This is an optimization exercise on Yosys and OpenROAD, whose aim is small area, a short achievable clock period and few clock cycles per item, not a production implementation. In this exercise RTL edits were held to simulation tests only and were not proved equivalent to the original.

==> v12 <==
==> flow/design.v (excerpt) <==
module cordic_sincos_pipe
#(
    parameter int unsigned WIDTH      = 22,
    parameter int unsigned ITERATIONS = 16,
    parameter int unsigned STAGES     = 8,
    parameter int unsigned TAG_W      = 4
) (
    input  logic             clk,
    input  logic             reset,
    input  logic             clk_en,
    input  logic             in_valid,
    output logic             in_ready,
    input  logic [31:0]      angle,
    input  logic [TAG_W-1:0] in_tag,
    output logic             out_valid,
    input  logic             out_ready,
    output logic [31:0]      sin_out,
    output logic [31:0]      cos_out,
    output logic             out_err,
    output logic [TAG_W-1:0] out_tag
);
    logic advance;
    assign advance  = clk_en & (~out_valid | out_ready);
    assign in_ready = advance & ~reset;
    logic [7:0]  e_a;
    logic [23:0] mag_a;
    logic        err_a, fold_a, d0_a;
    always_comb begin
        e_a   = angle[30:23];
        mag_a  = (e_a >= 8'd105 && e_a <= 8'd128) ? ({1'b1, angle[22:0]} >> 5'(8'd128 - e_a)) : 24'd0;
        err_a  = (e_a >= 8'd129) || (e_a == 8'd128 && angle[22:0] > 23'h490FDB);    
        fold_a = (e_a == 8'd128) || (e_a == 8'd127 && angle[22:1] > 22'h2487ED);    
        d0_a   = fold_a ? (angle[31] || (e_a == 8'd128 && angle[22:0] == 23'h490FDB))
                        : (!angle[31] || e_a < 8'd105);
    end
    logic             v_r0, err_r0, neg_r0, d0_r0;
    logic [23:0]      mag_r0;
    logic [TAG_W-1:0] tag_r0;
    always_ff @(posedge clk) begin
        if (reset)        v_r0 <= 1'b0;
        else if (advance) v_r0 <= in_valid & in_ready;
        if (advance) begin
            err_r0 <= err_a; neg_r0 <= fold_a; d0_r0 <= d0_a; mag_r0 <= mag_a; tag_r0 <= in_tag;
        end
    end
    logic [22:0] z1_s1;
    always_comb begin
        case ({neg_r0, d0_r0})
            2'b01:   z1_s1 = 23'(mag_r0 - 24'd3294199);
            2'b00:   z1_s1 = 23'(24'd3294199 - mag_r0);
            2'b11:   z1_s1 = 23'(24'd9882596 - mag_r0);
  ...
==> module cs_addsub, before the edit <==
module cs_addsub #(parameter int unsigned W = 24) (
    input  logic [W-1:0] a,
    input  logic [W-1:0] b,
    input  logic         sub,
    output logic [W-1:0] s
);
    localparam int N  = W + 1;       
    localparam int LG = (N > 32) ? 6 : (N > 16) ? 5 : (N > 8) ? 4 : 3;
    logic [N-1:0] g, p, g0, p0;
    always_comb begin
        g0[0] = sub;
        p0[0] = 1'b0;
        for (int i = 0; i < W; i++) begin
            g0[i+1] = a[i] & (b[i] ^ sub);
            p0[i+1] = a[i] ^ (b[i] ^ sub);
        end
        g = g0;
        p = p0;
        for (int k = 0; k < LG; k++) begin
            for (int i = 0; i < N; i++) begin
                if (((i >> k) & 1) == 1) begin
                    g[i] = g[i] | (p[i] & g[((i >> k) << k) - 1]);
                    p[i] = p[i] & p[((i >> k) << k) - 1];
                end
            end
        end
        for (int i = 0; i < W; i++) s[i] = p0[i+1] ^ g[i];
    end
endmodule
==> flow/config.mk <==
export PLATFORM = sky130hd
export DESIGN_NAME = cordic_sincos_pipe
export DESIGN_NICKNAME = cordic_sincos_pipe
export VERILOG_FILES = /design/flow/design.v
export SDC_FILE = /design/flow/constraint.sdc
export NUM_CORES = 4
export LEC_CHECK = 0
export ABC_AREA = 1
export CAP_MARGIN = 20
export CORE_MARGIN = 2
export CORE_UTILIZATION = 40
export SLEW_MARGIN = 20
==> flow/constraint.sdc <==
create_clock -name core_clock -period 18.0 [get_ports {clk}]
set_input_delay 3.6000 -clock core_clock [delete_from_list [all_inputs] [get_ports {clk}]]
set_output_delay 3.6000 -clock core_clock [all_outputs]
set_load 0.01 [all_outputs]
standard.sh (not shown) runs the stock make flow with config.mk's settings and CLKGATE_MAP_FILE= SYNTH_SCRIPT=/design/flow/synth_recipe.tcl, a recipe that flattens the netlist after the stock synthesis.
==> flow/flow/run.sh <==
#!/bin/bash
# Standard ORFS layout (the standard.sh, standard synthesis unchanged), with
# timing repair asked to leave more setup slack than the clock needs, so that
# the layout reaches a shorter achieved period. The clock and constraints are
# the design's own (constraint.sdc is not touched).
set -euo pipefail
bash standard.sh SETUP_SLACK_MARGIN=10.5 finish > run_standard.log 2>&1
==> v32 (differences from v12) <==
--- a/flow/design.v
+++ b/flow/design.v
@@ -406,24 +406,5 @@
 );
-    localparam int N  = W + 1;       
-    localparam int LG = (N > 32) ? 6 : (N > 16) ? 5 : (N > 8) ? 4 : 3;
-    logic [N-1:0] g, p, g0, p0;
-    always_comb begin
-        g0[0] = sub;
-        p0[0] = 1'b0;
-        for (int i = 0; i < W; i++) begin
-            g0[i+1] = a[i] & (b[i] ^ sub);
-            p0[i+1] = a[i] ^ (b[i] ^ sub);
-        end
-        g = g0;
-        p = p0;
-        for (int k = 0; k < LG; k++) begin
-            for (int i = 0; i < N; i++) begin
-                if (((i >> k) & 1) == 1) begin
-                    g[i] = g[i] | (p[i] & g[((i >> k) << k) - 1]);
-                    p[i] = p[i] & p[((i >> k) << k) - 1];
-                end
-            end
-        end
-        for (int i = 0; i < W; i++) s[i] = p0[i+1] ^ g[i];
-    end
+    logic [W:0] t;
+    assign t = {a, 1'b1} + {b ^ {W{sub}}, sub};
+    assign s = t[W:1];
 endmodule
==> flow/run.sh (new file) <==
#!/bin/bash
# synth_recipe.tcl (not shown) runs the flow's synth.tcl, then flattens the netlist and writes it again
# the make line also repeats each setting of config.mk as NAME=value (left out here)
make -C /OpenROAD-flow-scripts/flow DESIGN_CONFIG=/design/flow/config.mk WORK_HOME=/design/flow/orfs CLKGATE_MAP_FILE= SYNTH_SCRIPT=/design/flow/synth_recipe.tcl finish
removed: flow/flow/run.sh
removed: flow/standard.sh
==> comparison table <==
quantity	v12	v32
Status	timing/DRC/antenna clean	timing/DRC/antenna clean
Clock period minus worst slack	7.593 ns	8.856 ns
ClkCell Share	2.481%	2.442%
Area of the mapped netlist	0.05322 sq mm	0.05727 sq mm
Per-instance average area after synthesis	7.128 sq um	6.882 sq um
Final Wtd Congestion	0.9453	0.9618
Arrival time of data at the critical path endpoint	3.99 ns	5.26 ns
Final-layout fill cell count	13,440	14,730
Unrepaired setup endpoints after global routing	yes	no
Antenna violations before repair	4	2
Total CTS buffers	47	46
Yosys cell types	80	76
Total number of nets in the final design	8,370	9,022
Testbench counts of v12, summed over its fixed seeds: cycles 32,056, items 32,000.
Testbench counts of v32, summed over its fixed seeds: cycles 32,056, items 32,000.

========
==> v39: inputs <==
cordic_sincos_pipe, a different RTL version from the one above (not shown whole).
clock: 18.0 ns
lec_check: 0
abc_area: 1
cap_margin: 20
core_margin: 2
core_utilization: 55
cts_buf_list: sky130_fd_sc_hd__clkbuf_4 sky130_fd_sc_hd__clkbuf_8
place_density: 0.68
slew_margin: 20
==> flow/flow/run.sh <==
#!/bin/bash
# Standard ORFS layout (the standard.sh, standard synthesis unchanged), with
# timing repair asked to leave more setup slack than the clock needs, so that
# the layout reaches a shorter achieved period, and the port buffers made from
# buf_2 instead of the default clkdlybuf4s50_1. The clock and constraints are
# the design's own (constraint.sdc is not touched); every port still gets a
# buffer.
set -euo pipefail
export BUFFER_PORTS_ARGS="-buffer_cell sky130_fd_sc_hd__buf_2"
bash standard.sh SETUP_SLACK_MARGIN=10.5 finish > run_standard.log 2>&1
==> v23: changes against v39 <==
--- a/flow/design.v
+++ b/flow/design.v
@@ -197,36 +197,38 @@
     end
     logic [23:0] z1w_s1;
     cs_addsub #(24) u_z1_s1 (.a(mag_r0), .b(k1_s1), .sub(1'b0), .s(z1w_s1));
     assign z1_s1 = z1w_s1[22:0];
     logic [21:0] z2_s1;
-    assign z2_s1 = !z1_s1[22] ? 22'(z1_s1[21:0] - 22'd1944679) : 22'(z1_s1[21:0] + 22'd1944679);
+    cs_addsub #(22) u_z2_s1 (.a(z1_s1[21:0]), .b(22'd1944679), .sub(!z1_s1[22]), .s(z2_s1));
     logic [20:0] z3_s1;
-    assign z3_s1 = !z2_s1[21] ? 21'(z2_s1[20:0] - 21'd1027515) : 21'(z2_s1[20:0] + 21'd1027515);
+    cs_addsub #(21) u_z3_s1 (.a(z2_s1[20:0]), .b(21'd1027515), .sub(!z2_s1[21]), .s(z3_s1));
+    logic [19:0] z4_s1;
+    cs_addsub #(20) u_z4_s1 (.a(z3_s1[19:0]), .b(20'd521583), .sub(!z3_s1[20]), .s(z4_s1));
     logic             v_r1, err_r1, neg_r1;
     logic [TAG_W-1:0] tag_r1;
     logic d0_r1;
     logic d1_r1;
     logic d2_r1;
-    logic [20:0] z_r1;
+    logic d3_r1;
+    logic [19:0] z_r1;
     always_ff @(posedge clk) begin
         if (reset)        v_r1 <= 1'b0;
         else if (advance) v_r1 <= v_r0;
         if (advance) begin
             err_r1 <= err_r0; neg_r1 <= neg_r0; tag_r1 <= tag_r0;
             d0_r1 <= d0_r0;
             d1_r1 <= !z1_s1[22];
             d2_r1 <= !z2_s1[21];
-            z_r1 <= z3_s1;
+            d3_r1 <= !z3_s1[20];
+            z_r1 <= z4_s1;
         end
     end
-    logic [19:0] z4_s2;
-    assign z4_s2 = !z_r1[20] ? 20'(z_r1[19:0] - 20'd521583) : 20'(z_r1[19:0] + 20'd521583);
     logic [18:0] z5_s2;
-    assign z5_s2 = !z4_s2[19] ? 19'(z4_s2[18:0] - 19'd261803) : 19'(z4_s2[18:0] + 19'd261803);
+    cs_addsub #(19) u_z5_s2 (.a(z_r1[18:0]), .b(19'd261803), .sub(!z_r1[19]), .s(z5_s2));
     logic [17:0] z6_s2;
-    assign z6_s2 = !z5_s2[18] ? 18'(z5_s2[17:0] - 18'd131029) : 18'(z5_s2[17:0] + 18'd131029);
+    cs_addsub #(18) u_z6_s2 (.a(z5_s2[17:0]), .b(18'd131029), .sub(!z5_s2[18]), .s(z6_s2));
     logic             v_r2, err_r2, neg_r2;
     logic [TAG_W-1:0] tag_r2;
     logic d0_r2;
     logic d1_r2;
     logic d2_r2;
@@ -240,20 +242,20 @@
         if (advance) begin
             err_r2 <= err_r1; neg_r2 <= neg_r1; tag_r2 <= tag_r1;
             d0_r2 <= d0_r1;
             d1_r2 <= d1_r1;
             d2_r2 <= d2_r1;
-            d3_r2 <= !z_r1[20];
-            d4_r2 <= !z4_s2[19];
+            d3_r2 <= d3_r1;
+            d4_r2 <= !z_r1[19];
             d5_r2 <= !z5_s2[18];
             z_r2 <= z6_s2;
         end
     end
     logic [16:0] z7_s3;
-    assign z7_s3 = !z_r2[17] ? 17'(z_r2[16:0] - 17'd65531) : 17'(z_r2[16:0] + 17'd65531);
+    cs_addsub #(17) u_z7_s3 (.a(z_r2[16:0]), .b(17'd65531), .sub(!z_r2[17]), .s(z7_s3));
     logic [15:0] z8_s3;
-    assign z8_s3 = !z7_s3[16] ? 16'(z7_s3[15:0] - 16'd32767) : 16'(z7_s3[15:0] + 16'd32767);
+    cs_addsub #(16) u_z8_s3 (.a(z7_s3[15:0]), .b(16'd32767), .sub(!z7_s3[16]), .s(z8_s3));
     logic [5:0] dl_s3;
     assign dl_s3 = {d5_r2, d4_r2, d3_r2, d2_r2, d1_r2, d0_r2};
     logic [23:0] x6_s3;
     logic [22:0] y6_s3;
     localparam logic [63:0] T_x6_s3_0 = 64'h53f40bee53f40bee;
@@ -427,16 +429,16 @@
             y_r5 <= y14_s5;
         end
     end
     logic [23:0] x15_s6;
     logic [22:0] y15_s6;
-    cs_addsub_bk #(24) u_x15_s6 (.a(x_r5), .b(24'($signed(y_r5) >>> 14)), .sub(z_r5[9]), .s(x15_s6));
-    cs_addsub_bk #(23) u_y15_s6 (.a(y_r5), .b(23'($signed(x_r5) >>> 14)), .sub(!(z_r5[9])), .s(y15_s6));
+    cs_addsub #(24) u_x15_s6 (.a(x_r5), .b(24'($signed(y_r5) >>> 14)), .sub(z_r5[9]), .s(x15_s6));
+    cs_addsub #(23) u_y15_s6 (.a(y_r5), .b(23'($signed(x_r5) >>> 14)), .sub(!(z_r5[9])), .s(y15_s6));
     logic [23:0] x16_s6;
     logic [22:0] y16_s6;
-    cs_addsub_bk #(24) u_x16_s6 (.a(x15_s6), .b(24'($signed(y15_s6) >>> 15)), .sub(z_r5[8]), .s(x16_s6));
-    cs_addsub_bk #(23) u_y16_s6 (.a(y15_s6), .b(23'($signed(x15_s6) >>> 15)), .sub(!(z_r5[8])), .s(y16_s6));
+    cs_addsub #(24) u_x16_s6 (.a(x15_s6), .b(24'($signed(y15_s6) >>> 15)), .sub(z_r5[8]), .s(x16_s6));
+    cs_addsub #(23) u_y16_s6 (.a(y15_s6), .b(23'($signed(x15_s6) >>> 15)), .sub(!(z_r5[8])), .s(y16_s6));
     logic             v_r6, err_r6, neg_r6;
     logic [TAG_W-1:0] tag_r6;
     logic [15:0] z_r6;
     logic [22:0] ax, ay;
     logic        sx, sy;
@@ -503,38 +505,5 @@
             end
         end
         for (int i = 0; i < W; i++) s[i] = p0[i+1] ^ g[i];
     end
 endmodule
-module cs_addsub_bk #(parameter int unsigned W = 24) (
-    input  logic [W-1:0] a,
-    input  logic [W-1:0] b,
-    input  logic         sub,
-    output logic [W-1:0] s
-);
-    localparam int N  = W + 1;       
-    localparam int LG = (N > 32) ? 6 : (N > 16) ? 5 : (N > 8) ? 4 : 3;
-    logic [N-1:0] g, p, g0, p0;
-    always_comb begin
-        g0[0] = sub;
-        p0[0] = 1'b0;
-        for (int i = 0; i < W; i++) begin
-            g0[i+1] = a[i] & (b[i] ^ sub);
-            p0[i+1] = a[i] ^ (b[i] ^ sub);
-        end
-        g = g0;
-        p = p0;
-        for (int k = 0; k < LG; k++) begin
-            for (int i = (2 << k) - 1; i < N; i += (2 << k)) begin
-                g[i] = g[i] | (p[i] & g[i - (1 << k)]);
-                p[i] = p[i] & p[i - (1 << k)];
-            end
-        end
-        for (int k = LG - 2; k >= 0; k--) begin
-            for (int i = 3 * (1 << k) - 1; i < N; i += (2 << k)) begin
-                g[i] = g[i] | (p[i] & g[i - (1 << k)]);
-                p[i] = p[i] & p[i - (1 << k)];
-            end
-        end
-        for (int i = 0; i < W; i++) s[i] = p0[i+1] ^ g[i];
-    end
-endmodule
==> v6: changes against v39 <==
CTS_BUF_LIST = sky130_fd_sc_hd__clkbuf_4   (was sky130_fd_sc_hd__clkbuf_4 sky130_fd_sc_hd__clkbuf_8)
==> results.cfg <==
[setup_path]
cp.arrival_ns = 3.99
cp_max_fo = 2
cpMaxStageDelayCell = o21ai_4
cpPeakStageDelay_ns = 0.13

[routing]
drt_iter0_markers = 4004

[layout]
antennaDiodeCount = 1
final_cell_mix = nand2_1, inv_1, ha_1, a21oi_1, nor2_1
clock_buffers = 78

[logic_synthesis]
synth-adder-area-share_pct = 20.7

[outcome]
status = complete, no violations

[sta]
hold_ws_ns = 0.414

[cts]
cts-root-buf = clkbuf_8
The numbers above come from v39.

==> results.cfg <==
[outcome]
status = complete, no violations

[logic_synthesis]
synth-adder-area-share_pct = 20.4
ys_seq_elements = 325

[grt]
use_met2_pct = 57.7
grt_usage_pct = 32.2

[cts]
cts-root-buf = clkbuf_8
cts_tree = done

[layout]
antennaDiodeCount = 1
clock_buffers = 86
final_cell_mix = nand2_1, inv_1, ha_1, xor2_1, buf_4

[setup_path]
cpPeakStageDelay_ns = 0.45
cp_max_fo = 12
cp.arrival_ns = 8.01

[sta]
hold_ws_ns = 0.356

[routing]
wirelength_um = 153000
The numbers above come from v23.

==> results.cfg <==
[logic_synthesis]
synth-adder-area-share_pct = 20.7

[outcome]
status = complete, no violations

[setup_path]
cp.arrival_ns = 3.99
cpMaxStageDelayCell = buf_2
cpPeakStageDelay_ns = 0.13

[layout]
final_cell_mix = nand2_1, inv_1, ha_1, a21oi_1, xor2_1

[cts]
cts-root-buf = clkbuf_4

[routing]
drt_iter0_markers = 3949

[sta]
hold_ws_ns = 0.408
The numbers above come from v6.

Testbench counts of v39, summed over its fixed seeds: cycles 32,056, items 32,000.
Testbench counts of v23, summed over its fixed seeds: cycles 32,056, items 32,000.
Testbench counts of v6, summed over its fixed seeds: cycles 32,056, items 32,000.

[port drivers added, routing unchanged]
In the flow no input, the clock included, has a driving cell. The finished layouts below were timed again as built, in two steps. Step 1 (the two cells are an assumption about what drives the block):
set clk [get_ports {clk}]
set_driving_cell -lib_cell sky130_fd_sc_hd__clkbuf_16 $clk
set_driving_cell -lib_cell sky130_fd_sc_hd__buf_2 [delete_from_list [all_inputs] $clk]
Step 2, shift: input delay + t, output delay - t, t = (earliest + latest rising clock arrival at the registers) / 2. This alone moves slack from input paths to output paths. Three values: ideal, step 1, step 2; two values: the first two.
run	t (ns)	slack for setup (ns)	latest minus earliest clock arrival (ns)
v12	0.690	10.407 / 10.374 / 10.358	0.036 / 0.035
v32	0.703	9.144 / 9.121 / 9.121	0.056 / 0.057
v39	0.795	10.412 / 10.375 / 10.375	0.045 / 0.046
v23	0.748	10.372 / 10.349 / 10.349	0.081 / 0.081
v6	0.997	10.412 / 10.374 / 10.374	0.086 / 0.086
After both steps setup and hold are still met in every run listed. The setup slack of v12, which loses most, moves by -0.033 ns with the drivers and by -0.049 ns with both steps.
